Context: an optimization exercise on an open-source flow, tuned for small area, a short achievable clock period and few clock cycles per item. The choices shown serve that exercise and are no tape-out recipe.
In this exercise RTL edits were held to simulation tests only and were not proved equivalent to the original.

==> run a: inputs <==
==> flow/design.v <==
`timescale 1ns/100ps
package rv_core_pkg;
    typedef logic [32-1:0] word_t;
    typedef logic [4:0]          reg_addr_t;
    localparam logic [6:0] OPC_REG = 7'b0110011;
    localparam logic [6:0] OPC_IMM = 7'b0010011;
    localparam logic [6:0] OPC_LUI = 7'b0110111;
    localparam int C_ADD  = 0;    
    localparam int C_SLT  = 1;
    localparam int C_SLTU = 2;
    localparam int C_XOR  = 3;
    localparam int C_OR   = 4;
    localparam int C_AND  = 5;
    localparam int C_SHL  = 6;
    localparam int C_SHR  = 7;    
    localparam int C_PASS = 8;    
    localparam int C_W    = 9;
    localparam int RETIRE_W = 5 + 32 + 1;
endpackage
`timescale 1ns/100ps
module reg_file (
    input  logic                   clk,
    input  logic                   rst_n,
    input  rv_core_pkg::reg_addr_t rs1_addr,
    input  rv_core_pkg::reg_addr_t rs2_addr,
    output rv_core_pkg::word_t     rs1_data,
    output rv_core_pkg::word_t     rs2_data,
    input  logic                   wb_en,      
    input  rv_core_pkg::reg_addr_t wb_rd,
    input  rv_core_pkg::reg_addr_t w_rd,       
    input  rv_core_pkg::word_t     w_data
);
    rv_core_pkg::word_t regs [1:32-1];
    logic [32-1:1] w_hit;     
    logic [32-1:1] rd_ok;     
    logic                     w_en;
    logic                     w1, w2;
    always_ff @(posedge clk or negedge rst_n) begin
        if (!rst_n) w_en <= 1'b0;
        else        w_en <= wb_en;
    end
    always_comb begin
        for (int i = 1; i < 32; i++)
            w_hit[i] = w_en && w_rd == 5'(i);
    end
    always_ff @(posedge clk or negedge rst_n) begin
        if (!rst_n) begin
            rd_ok <= '0;
        end else begin
            for (int i = 1; i < 32; i++)
                rd_ok[i] <= (rd_ok[i] || w_hit[i]) && !(wb_en && wb_rd == 5'(i));
        end
    end
    always_ff @(posedge clk) begin
        for (int i = 1; i < 32; i++)
            if (w_hit[i]) regs[i] <= w_data;
    end
    assign w1 = w_en && w_rd == rs1_addr;
    assign w2 = w_en && w_rd == rs2_addr;
    always_comb begin
        rs1_data = {32{w1}} & w_data;
        rs2_data = {32{w2}} & w_data;
        for (int i = 1; i < 32; i++) begin
            rs1_data = rs1_data | ({32{rd_ok[i] && rs1_addr == 5'(i)}} & regs[i]);
            rs2_data = rs2_data | ({32{rd_ok[i] && rs2_addr == 5'(i)}} & regs[i]);
        end
    end
endmodule
`timescale 1ns/100ps
module decode_issue (
    input  logic [31:0]                 instr,
    output rv_core_pkg::reg_addr_t      rs1,
    output rv_core_pkg::reg_addr_t      rs2,
    output rv_core_pkg::reg_addr_t      rd,
    output logic                        use_rs2,     
    output rv_core_pkg::word_t          imm,         
    output logic                        writes,      
    output logic                        illegal,
    output logic                        sub,
    output logic                        sra,
    output logic [rv_core_pkg::C_W-1:0] ctl
);
    logic [6:0] opc;
    logic [2:0] f3;
    logic       is_reg, is_imm, is_lui, is_alu;
    assign opc    = instr[6:0];
    assign f3     = instr[14:12];
    assign rs1    = instr[19:15];
    assign rs2    = instr[24:20];
    assign is_reg = (opc == rv_core_pkg::OPC_REG);
    assign is_imm = (opc == rv_core_pkg::OPC_IMM);
    assign is_lui = (opc == rv_core_pkg::OPC_LUI);
    assign is_alu = is_reg | is_imm;
    assign illegal = !(is_alu | is_lui);
    assign rd     = illegal ? 5'd0 : instr[11:7];
    assign writes = !illegal && (instr[11:7] != 5'd0);
    assign use_rs2 = is_reg;
    assign imm    = is_lui ? {instr[31:12], 12'b0} : {{20{instr[31]}}, instr[31:20]};
    assign sub = is_reg && (f3 == 3'b000) && instr[30] || is_alu && (f3 == 3'b010 || f3 == 3'b011);
    assign sra = instr[30];
    always_comb begin
        ctl = '0;
        ctl[rv_core_pkg::C_ADD]  = is_alu && f3 == 3'b000;
        ctl[rv_core_pkg::C_SHL]  = is_alu && f3 == 3'b001;
        ctl[rv_core_pkg::C_SLT]  = is_alu && f3 == 3'b010;
        ctl[rv_core_pkg::C_SLTU] = is_alu && f3 == 3'b011;
        ctl[rv_core_pkg::C_XOR]  = is_alu && f3 == 3'b100;
        ctl[rv_core_pkg::C_SHR]  = is_alu && f3 == 3'b101;
        ctl[rv_core_pkg::C_OR]   = is_alu && f3 == 3'b110;
        ctl[rv_core_pkg::C_AND]  = is_alu && f3 == 3'b111;
        ctl[rv_core_pkg::C_PASS] = is_lui;
    end
endmodule
`timescale 1ns/100ps
module op_fifo #(
    parameter int WIDTH = rv_core_pkg::RETIRE_W
) (
    input  logic             clk,
    input  logic             rst_n,
    input  logic             in_valid,
    input  logic [WIDTH-1:0] in_data,
    output logic             out_valid,
    input  logic             out_ready,
    output logic [WIDTH-1:0] out_data,
    output logic             skid_valid,
    output logic [WIDTH-1:0] skid,
    output logic             to_skid       
);
    logic pop, head_ld;
    assign pop     = out_valid && out_ready;
    assign head_ld = !out_valid || pop;
    assign to_skid = out_valid && (pop ? skid_valid : 1'b1);
    always_ff @(posedge clk or negedge rst_n) begin
        if (!rst_n) begin
            out_valid  <= 1'b0;
            skid_valid <= 1'b0;
        end else begin
            if (head_ld) out_valid <= skid_valid || in_valid;
            skid_valid <= pop ? (skid_valid && in_valid) : (skid_valid || (out_valid && in_valid));
        end
    end
    always_ff @(posedge clk) begin
        if (head_ld)
            out_data <= skid_valid ? skid : in_data;
        if (in_valid && to_skid)
            skid <= in_data;
    end
endmodule
`timescale 1ns/100ps
module alu (
    input  rv_core_pkg::word_t          a,
    input  rv_core_pkg::word_t          bx,
    input  logic [4:0]                  shamt_l,     
    input  logic [4:0]                  shamt_r,     
    input  logic                        sub,
    input  logic                        sra,
    input  logic [rv_core_pkg::C_W-1:0] ctl,
    output rv_core_pkg::word_t          r0,
    output rv_core_pkg::word_t          r1,
    output rv_core_pkg::word_t          csel
);
    rv_core_pkg::word_t p, g;
    logic [31:0]        gp [0:5];
    logic [31:0]        pp [0:5];
    logic [32:0]        c;
    logic               diff, e0;
    rv_core_pkg::word_t sh_l, sh_out, other;
    logic [63:0]        sh_ext;
    assign p = a ^ bx;
    assign g = a & bx;
    always_comb begin
        gp[0] = g;
        pp[0] = p;
        gp[0][0] = g[0] | (p[0] & sub);    
        for (int l = 0; l < 5; l++) begin
            for (int i = 0; i < 32; i++) begin
                if (i >= (1 << l)) begin
                    gp[l+1][i] = gp[l][i] | (pp[l][i] & gp[l][i - (1 << l)]);
                    pp[l+1][i] = pp[l][i] & pp[l][i - (1 << l)];
                end else begin
                    gp[l+1][i] = gp[l][i];
                    pp[l+1][i] = pp[l][i];
                end
            end
        end
        c = {gp[5], sub};
    end
    assign sh_l   = a << shamt_l;
    assign sh_ext = {{32{sra & a[31]}}, a} >> shamt_r;
    assign sh_out = sh_ext[31:0];
    assign other = ({32{ctl[rv_core_pkg::C_XOR]}}  & p)
                 | ({32{ctl[rv_core_pkg::C_OR]}}   & (p | g))
                 | ({32{ctl[rv_core_pkg::C_AND]}}  & g)
                 | ({32{ctl[rv_core_pkg::C_SHL]}}  & sh_l)
                 | ({32{ctl[rv_core_pkg::C_SHR]}}  & sh_out)
                 | ({32{ctl[rv_core_pkg::C_PASS]}} & bx);
    assign diff = !p[31];                                
    assign e0   = (ctl[rv_core_pkg::C_ADD] & (p[0] ^ sub)) | other[0];
    always_comb begin
        r0 = ({32{ctl[rv_core_pkg::C_ADD]}} &  p) | other;
        r1 = ({32{ctl[rv_core_pkg::C_ADD]}} & ~p) | other;
        r0[0] = e0 | (ctl[rv_core_pkg::C_SLT]  & (diff ? a[31] : 1'b1))
                   | (ctl[rv_core_pkg::C_SLTU] & !g[31]);
        r1[0] = e0 | (ctl[rv_core_pkg::C_SLT]  & diff & a[31])
                   | (ctl[rv_core_pkg::C_SLTU] & !(g[31] | p[31]));
        csel  = {c[31:1], c[31]};
    end
endmodule
`timescale 1ns/100ps
module execute_unit (
    input  logic                        clk,
    input  logic                        rst_n,
    input  logic                        issue,       
    input  rv_core_pkg::word_t          a_in,
    input  rv_core_pkg::word_t          b_in,        
    input  logic                        shl_in,      
    input  logic                        shr_in,      
    input  logic                        sub_in,
    input  logic                        sra_in,
    input  logic [rv_core_pkg::C_W-1:0] ctl_in,
    input  rv_core_pkg::reg_addr_t      rd_in,
    input  logic                        wr_in,
    input  logic                        ill_in,
    output logic                        valid,
    output logic                        wr,          
    output rv_core_pkg::reg_addr_t      rd,
    output logic                        illegal,
    output rv_core_pkg::word_t          r0,
    output rv_core_pkg::word_t          r1,
    output rv_core_pkg::word_t          csel
);
    rv_core_pkg::word_t          a, b;
    logic                        sub, sra;
    logic [4:0]                  shamt_l, shamt_r;   
    logic [rv_core_pkg::C_W-1:0] ctl;
    always_ff @(posedge clk or negedge rst_n) begin
        if (!rst_n) begin
            valid <= 1'b0;
            wr    <= 1'b0;
        end else begin
            valid <= issue;
            wr    <= issue && wr_in;
        end
    end
    always_ff @(posedge clk) begin
        a       <= a_in;
        b       <= b_in;
        shamt_l <= shl_in ? b_in[4:0] : 5'd0;
        shamt_r <= shr_in ? b_in[4:0] : 5'd0;
        sub     <= sub_in;
        sra     <= sra_in;
        ctl     <= ctl_in;
        rd      <= rd_in;
        illegal <= ill_in;
    end
    alu u_alu (
        .a      (a),
        .bx     (b),
        .shamt_l (shamt_l),
        .shamt_r (shamt_r),
        .sub    (sub),
        .sra    (sra),
        .ctl    (ctl),
        .r0     (r0),
        .r1     (r1),
        .csel   (csel)
    );
endmodule
`timescale 1ns/100ps
module rv_core (
    input  logic        clk,
    input  logic        rst_n,
    input  logic        instr_valid,
    input  logic [31:0] instr,
    output logic        instr_ready,
    output logic        ret_valid,
    output rv_core_pkg::reg_addr_t   ret_rd,
    output rv_core_pkg::word_t       ret_result,
    output logic        ret_illegal,
    input  logic        ret_ready
);
    rv_core_pkg::reg_addr_t      rs1, rs2, rd;
    logic                        use_rs2, writes, illegal, sub, sra;
    rv_core_pkg::word_t          imm;
    logic [rv_core_pkg::C_W-1:0] ctl;
    rv_core_pkg::word_t          rf_rs1_data, rf_rs2_data;
    rv_core_pkg::word_t          a_in, b_in;
    logic                        x_valid, x_wr, x_ill;
    logic                        skid_valid, to_skid, w_skid;
    rv_core_pkg::reg_addr_t      skid_rd;
    rv_core_pkg::word_t          skid_result;
    logic                        skid_ill;
    rv_core_pkg::reg_addr_t      x_rd;
    rv_core_pkg::word_t          x_result;
    logic                        accept;
    decode_issue u_decode (
        .instr   (instr),
        .rs1     (rs1),
        .rs2     (rs2),
        .rd      (rd),
        .use_rs2 (use_rs2),
        .imm     (imm),
        .writes  (writes),
        .illegal (illegal),
        .sub     (sub),
        .sra     (sra),
        .ctl     (ctl)
    );
    reg_file u_reg_file (
        .clk      (clk),
        .rst_n    (rst_n),
        .rs1_addr (rs1),
        .rs2_addr (rs2),
        .rs1_data (rf_rs1_data),
        .rs2_data (rf_rs2_data),
        .wb_en    (x_wr),
        .wb_rd    (x_rd),
        .w_rd     (w_skid ? skid_rd : ret_rd),
        .w_data   (w_skid ? skid_result : ret_result)
    );
    rv_core_pkg::word_t x_r0, x_r1, x_csel, b_src;
    logic               hit1, hit2;
    assign hit1  = x_wr && x_rd == rs1;
    assign hit2  = use_rs2 && x_wr && x_rd == rs2;
    assign b_src = (use_rs2 ? rf_rs2_data : imm) ^ {32{sub}};
    always_comb begin
        for (int i = 0; i < 32; i++) begin
            a_in[i] = x_csel[i] ? (hit1 ? x_r1[i] : rf_rs1_data[i])
                                : (hit1 ? x_r0[i] : rf_rs1_data[i]);
            b_in[i] = x_csel[i] ? (hit2 ? x_r1[i] ^ sub : b_src[i])
                                : (hit2 ? x_r0[i] ^ sub : b_src[i]);
            x_result[i] = x_csel[i] ? x_r1[i] : x_r0[i];
        end
    end
    assign instr_ready = !ret_valid || (!skid_valid && !x_valid) ||
                         (ret_ready && !(skid_valid && x_valid));
    assign accept      = instr_valid && instr_ready;
    always_ff @(posedge clk) begin
        w_skid <= to_skid;
    end
    execute_unit u_execute (
        .clk     (clk),
        .rst_n   (rst_n),
        .issue   (accept),
        .a_in    (a_in),
        .b_in    (b_in),
        .shl_in  (ctl[rv_core_pkg::C_SHL]),
        .shr_in  (ctl[rv_core_pkg::C_SHR]),
        .sub_in  (sub),
        .sra_in  (sra),
        .ctl_in  (ctl),
        .rd_in   (rd),
        .wr_in   (writes),
        .ill_in  (illegal),
        .valid   (x_valid),
        .wr      (x_wr),
        .rd      (x_rd),
        .illegal (x_ill),
        .r0      (x_r0),
        .r1      (x_r1),
        .csel    (x_csel)
    );
    op_fifo #(.WIDTH(rv_core_pkg::RETIRE_W)) u_ret_fifo (
        .clk        (clk),
        .rst_n      (rst_n),
        .in_valid   (x_valid),
        .in_data    ({x_rd, x_result, x_ill}),
        .out_valid  (ret_valid),
        .out_ready  (ret_ready),
        .out_data   ({ret_rd, ret_result, ret_illegal}),
        .skid_valid (skid_valid),
        .skid       ({skid_rd, skid_result, skid_ill}),
        .to_skid    (to_skid)
    );
endmodule
==> flow/flow/run.sh <==
#!/bin/bash
# The standard layout (the standard.sh: standard synthesis, ORFS flow)
# with one change: the port buffers are buf_4 instead of the slow delay
# buffer buffer_ports picks by default. Every input and output still gets
# its own buffer. make's full output goes to flow_make.log here; ORFS keeps
# each tool's log under orfs/logs.
set -euo pipefail
bash standard.sh "BUFFER_PORTS_ARGS=-buffer_cell sky130_fd_sc_hd__buf_4" finish > flow_make.log 2>&1
==> flow/standard.sh <==
#!/bin/bash
# synth_recipe.tcl (not shown) runs the flow's synth.tcl, then flattens the netlist and writes it again
# the make line also repeats each setting of config.mk as NAME=value (left out here)
make -C /OpenROAD-flow-scripts/flow DESIGN_CONFIG=/design/flow/config.mk WORK_HOME=/design/flow/orfs CLKGATE_MAP_FILE= SYNTH_SCRIPT=/design/flow/synth_recipe.tcl "${@:-finish}"
==> flow/config.mk <==
export PLATFORM = sky130hd
export DESIGN_NAME = rv_core
export DESIGN_NICKNAME = rv_core
export VERILOG_FILES = /design/flow/design.v
export SDC_FILE = /design/flow/constraint.sdc
export NUM_CORES = 4
export LEC_CHECK = 0
export CAP_MARGIN = 30
export CORE_MARGIN = 2
export CORE_UTILIZATION = 40
export SETUP_SLACK_MARGIN = 2.8
export SLEW_MARGIN = 30
==> flow/constraint.sdc <==
create_clock -name core_clock -period 6.0 [get_ports {clk}]
set_input_delay 1.2000 -clock core_clock [delete_from_list [all_inputs] [get_ports {clk}]]
set_output_delay 1.2000 -clock core_clock [all_outputs]
set_load 0.01 [all_outputs]
==> run b (differences from run a) <==
--- a/flow/design.v
+++ b/flow/design.v
@@ -27,8 +27,8 @@
     output rv_core_pkg::word_t     rs2_data,
-    input  logic                   wb_en,      
+    input  logic                   wb_en,
     input  rv_core_pkg::reg_addr_t wb_rd,
-    input  rv_core_pkg::reg_addr_t w_rd,       
-    input  rv_core_pkg::word_t     w_data
+    input  rv_core_pkg::word_t     wb_data
 );
     rv_core_pkg::word_t regs [1:32-1];
+    logic [32-1:1] vld;
     logic [32-1:1] w_hit;     
@@ -36,2 +36,4 @@
     logic                     w_en;
+    rv_core_pkg::reg_addr_t   w_rd;
+    rv_core_pkg::word_t       w_data;
     logic                     w1, w2;
@@ -41,5 +43,11 @@
     end
+    always_ff @(posedge clk) begin
+        w_rd   <= wb_rd;
+        w_data <= wb_data;
+    end
     always_comb begin
-        for (int i = 1; i < 32; i++)
+        for (int i = 1; i < 32; i++) begin
             w_hit[i] = w_en && w_rd == 5'(i);
+            rd_ok[i] = vld[i] && !w_hit[i];
+        end
     end
@@ -47,6 +55,6 @@
         if (!rst_n) begin
-            rd_ok <= '0;
+            vld <= '0;
         end else begin
             for (int i = 1; i < 32; i++)
-                rd_ok[i] <= (rd_ok[i] || w_hit[i]) && !(wb_en && wb_rd == 5'(i));
+                if (w_hit[i]) vld[i] <= 1'b1;
         end
@@ -120,2 +128,3 @@
     input  logic             in_valid,
+    output logic             in_ready,
     input  logic [WIDTH-1:0] in_data,
@@ -124,10 +133,9 @@
     output logic [WIDTH-1:0] out_data,
-    output logic             skid_valid,
-    output logic [WIDTH-1:0] skid,
-    output logic             to_skid       
+    output logic             skid_valid
 );
-    logic pop, head_ld;
-    assign pop     = out_valid && out_ready;
-    assign head_ld = !out_valid || pop;
-    assign to_skid = out_valid && (pop ? skid_valid : 1'b1);
+    logic [WIDTH-1:0] skid;
+    logic             pop, push;
+    assign pop      = out_valid && out_ready;
+    assign in_ready = !skid_valid || pop;
+    assign push     = in_valid && in_ready;
     always_ff @(posedge clk or negedge rst_n) begin
@@ -136,5 +144,9 @@
             skid_valid <= 1'b0;
-        end else begin
-            if (head_ld) out_valid <= skid_valid || in_valid;
-            skid_valid <= pop ? (skid_valid && in_valid) : (skid_valid || (out_valid && in_valid));
+        end else if (!out_valid) begin
+            out_valid  <= push;
+        end else if (pop) begin
+            out_valid  <= skid_valid || push;
+            skid_valid <= skid_valid && push;
+        end else if (push) begin
+            skid_valid <= 1'b1;
         end
@@ -142,5 +154,5 @@
     always_ff @(posedge clk) begin
-        if (head_ld)
+        if (!out_valid || pop)
             out_data <= skid_valid ? skid : in_data;
-        if (in_valid && to_skid)
+        if (in_ready)
             skid <= in_data;
@@ -152,4 +164,3 @@
     input  rv_core_pkg::word_t          bx,
-    input  logic [4:0]                  shamt_l,     
-    input  logic [4:0]                  shamt_r,     
+    input  logic [4:0]                  shamt,
     input  logic                        sub,
@@ -166,3 +177,3 @@
     logic               diff, e0;
-    rv_core_pkg::word_t sh_l, sh_out, other;
+    rv_core_pkg::word_t sh_in, sh_out, sh_rev, other;
     logic [63:0]        sh_ext;
@@ -187,5 +198,10 @@
     end
-    assign sh_l   = a << shamt_l;
-    assign sh_ext = {{32{sra & a[31]}}, a} >> shamt_r;
+    always_comb begin
+        for (int i = 0; i < 32; i++) sh_in[i] = ctl[rv_core_pkg::C_SHL] ? a[31-i] : a[i];
+    end
+    assign sh_ext = {{32{sra & a[31] & ctl[rv_core_pkg::C_SHR]}}, sh_in} >> shamt;
     assign sh_out = sh_ext[31:0];
+    always_comb begin
+        for (int i = 0; i < 32; i++) sh_rev[i] = sh_out[31-i];
+    end
     assign other = ({32{ctl[rv_core_pkg::C_XOR]}}  & p)
@@ -193,3 +209,3 @@
                  | ({32{ctl[rv_core_pkg::C_AND]}}  & g)
-                 | ({32{ctl[rv_core_pkg::C_SHL]}}  & sh_l)
+                 | ({32{ctl[rv_core_pkg::C_SHL]}}  & sh_rev)
                  | ({32{ctl[rv_core_pkg::C_SHR]}}  & sh_out)
@@ -212,2 +228,3 @@
     input  logic                        rst_n,
+    input  logic                        load,        
     input  logic                        issue,       
@@ -215,4 +232,3 @@
     input  rv_core_pkg::word_t          b_in,        
-    input  logic                        shl_in,      
-    input  logic                        shr_in,      
+    input  logic                        shift_in,    
     input  logic                        sub_in,
@@ -233,3 +249,3 @@
     logic                        sub, sra;
-    logic [4:0]                  shamt_l, shamt_r;   
+    logic [4:0]                  shamt;              
     logic [rv_core_pkg::C_W-1:0] ctl;
@@ -239,3 +255,3 @@
             wr    <= 1'b0;
-        end else begin
+        end else if (load) begin
             valid <= issue;
@@ -245,11 +261,12 @@
     always_ff @(posedge clk) begin
-        a       <= a_in;
-        b       <= b_in;
-        shamt_l <= shl_in ? b_in[4:0] : 5'd0;
-        shamt_r <= shr_in ? b_in[4:0] : 5'd0;
-        sub     <= sub_in;
-        sra     <= sra_in;
-        ctl     <= ctl_in;
-        rd      <= rd_in;
-        illegal <= ill_in;
+        if (load) begin
+            a       <= a_in;
+            b       <= b_in;
+            shamt   <= shift_in ? b_in[4:0] : 5'd0;
+            sub     <= sub_in;
+            sra     <= sra_in;
+            ctl     <= ctl_in;
+            rd      <= rd_in;
+            illegal <= ill_in;
+        end
     end
@@ -258,4 +275,3 @@
         .bx     (b),
-        .shamt_l (shamt_l),
-        .shamt_r (shamt_r),
+        .shamt  (shamt),
         .sub    (sub),
@@ -287,9 +303,7 @@
     rv_core_pkg::word_t          a_in, b_in;
-    logic                        x_valid, x_wr, x_ill;
-    logic                        skid_valid, to_skid, w_skid;
-    rv_core_pkg::reg_addr_t      skid_rd;
-    rv_core_pkg::word_t          skid_result;
-    logic                        skid_ill;
+    logic                        x_valid, x_wr, x_ill, x_load, x_push, x_ready;
     rv_core_pkg::reg_addr_t      x_rd;
     rv_core_pkg::word_t          x_result;
+    logic                        skid_valid;
+    logic                        full_q;
     logic                        accept;
@@ -317,4 +331,3 @@
         .wb_rd    (x_rd),
-        .w_rd     (w_skid ? skid_rd : ret_rd),
-        .w_data   (w_skid ? skid_result : ret_result)
+        .wb_data  (x_result)
     );
@@ -334,8 +347,6 @@
     end
-    assign instr_ready = !ret_valid || (!skid_valid && !x_valid) ||
-                         (ret_ready && !(skid_valid && x_valid));
-    assign accept      = instr_valid && instr_ready;
-    always_ff @(posedge clk) begin
-        w_skid <= to_skid;
-    end
+    assign instr_ready = !full_q;
+    assign accept      = instr_valid && !full_q;
+    assign x_push      = x_valid;
+    assign x_load      = !x_valid || x_ready;
     execute_unit u_execute (
@@ -343,2 +354,3 @@
         .rst_n   (rst_n),
+        .load    (x_load),
         .issue   (accept),
@@ -346,4 +358,3 @@
         .b_in    (b_in),
-        .shl_in  (ctl[rv_core_pkg::C_SHL]),
-        .shr_in  (ctl[rv_core_pkg::C_SHR]),
+        .shift_in (ctl[rv_core_pkg::C_SHL] | ctl[rv_core_pkg::C_SHR]),
         .sub_in  (sub),
@@ -365,3 +376,4 @@
         .rst_n      (rst_n),
-        .in_valid   (x_valid),
+        .in_valid   (x_push),
+        .in_ready   (x_ready),
         .in_data    ({x_rd, x_result, x_ill}),
@@ -370,6 +382,13 @@
         .out_data   ({ret_rd, ret_result, ret_illegal}),
-        .skid_valid (skid_valid),
-        .skid       ({skid_rd, skid_result, skid_ill}),
-        .to_skid    (to_skid)
+        .skid_valid (skid_valid)
     );
+    logic x_valid_d, head_d, skid_d, pop;
+    assign pop       = ret_valid && ret_ready;
+    assign x_valid_d = x_load ? accept : 1'b1;
+    assign head_d    = ret_valid ? (!pop || skid_valid || x_push) : x_push;
+    assign skid_d    = ret_valid && (pop ? (skid_valid && x_push) : (skid_valid || x_push));
+    always_ff @(posedge clk or negedge rst_n) begin
+        if (!rst_n) full_q <= 1'b0;
+        else        full_q <= x_valid_d && head_d && skid_d;
+    end
 endmodule
==> flow/run.sh (new file) <==
#!/bin/bash
# synth_recipe.tcl (not shown) runs the flow's synth.tcl, then flattens the netlist and writes it again
# the make line also repeats each setting of config.mk as NAME=value (left out here)
make -C /OpenROAD-flow-scripts/flow DESIGN_CONFIG=/design/flow/config.mk WORK_HOME=/design/flow/orfs CLKGATE_MAP_FILE= SYNTH_SCRIPT=/design/flow/synth_recipe.tcl finish
--- a/flow/config.mk
+++ b/flow/config.mk
@@ -7,6 +7,6 @@
 export LEC_CHECK = 0
-export CAP_MARGIN = 30
+export CAP_MARGIN = 20
 export CORE_MARGIN = 2
 export CORE_UTILIZATION = 40
-export SETUP_SLACK_MARGIN = 2.8
-export SLEW_MARGIN = 30
+export SETUP_SLACK_MARGIN = 3.2
+export SLEW_MARGIN = 20
removed: flow/flow/run.sh
removed: flow/standard.sh
==> summary of the runs <==
Against run b, the worst setup slack of run a is higher by 58 ps.
Of run b and run a, run a has the higher clock skew (gap 26 ps).
Register-to-register slack: run b is worse than run a (140 ps).
In run b the fmax is smaller than in run a, by 1.6%.
Testbench counts of run a, summed over its fixed seeds: cycles 4,816, items 4,800.
Testbench counts of run b, summed over its fixed seeds: cycles 4,816, items 4,800.

[afterwards: timing with drivers on the ports]
How much do the figures lean on ideal ports? The routed layouts below were timed once more, with nothing changed but the port constraints. Step 1 assumes that a clkbuf_16 drives the clock port and a buf_2 every other input. Step 2 moves the port delays by t, midway between the first and last clock arrival at a register: inputs arrive t later, outputs are due t later. That takes back most of the time a late clock gives input paths. Three values: no drivers, after step 1, after step 2; two values: the first two.
run | t, ns | setup WS [ns] | worst hold slack (ns) | slew at the worst register clock pin (ns) | worst data-port slew with drivers (ns)
run a | 0.857 | 2.507 / 2.540 / 1.682 | 0.358 / 0.305 / 0.430 | 0.08 / 0.08 | 0.17
run b | 0.893 | 2.449 / 2.449 / 1.706 | 0.451 / 0.451 / 0.451 | 0.07 / 0.07 | 0.13
After both steps setup and hold are still met in every run listed. The setup slack of run a, which loses most, moves by +0.033 ns with the drivers and by -0.825 ns with both steps.
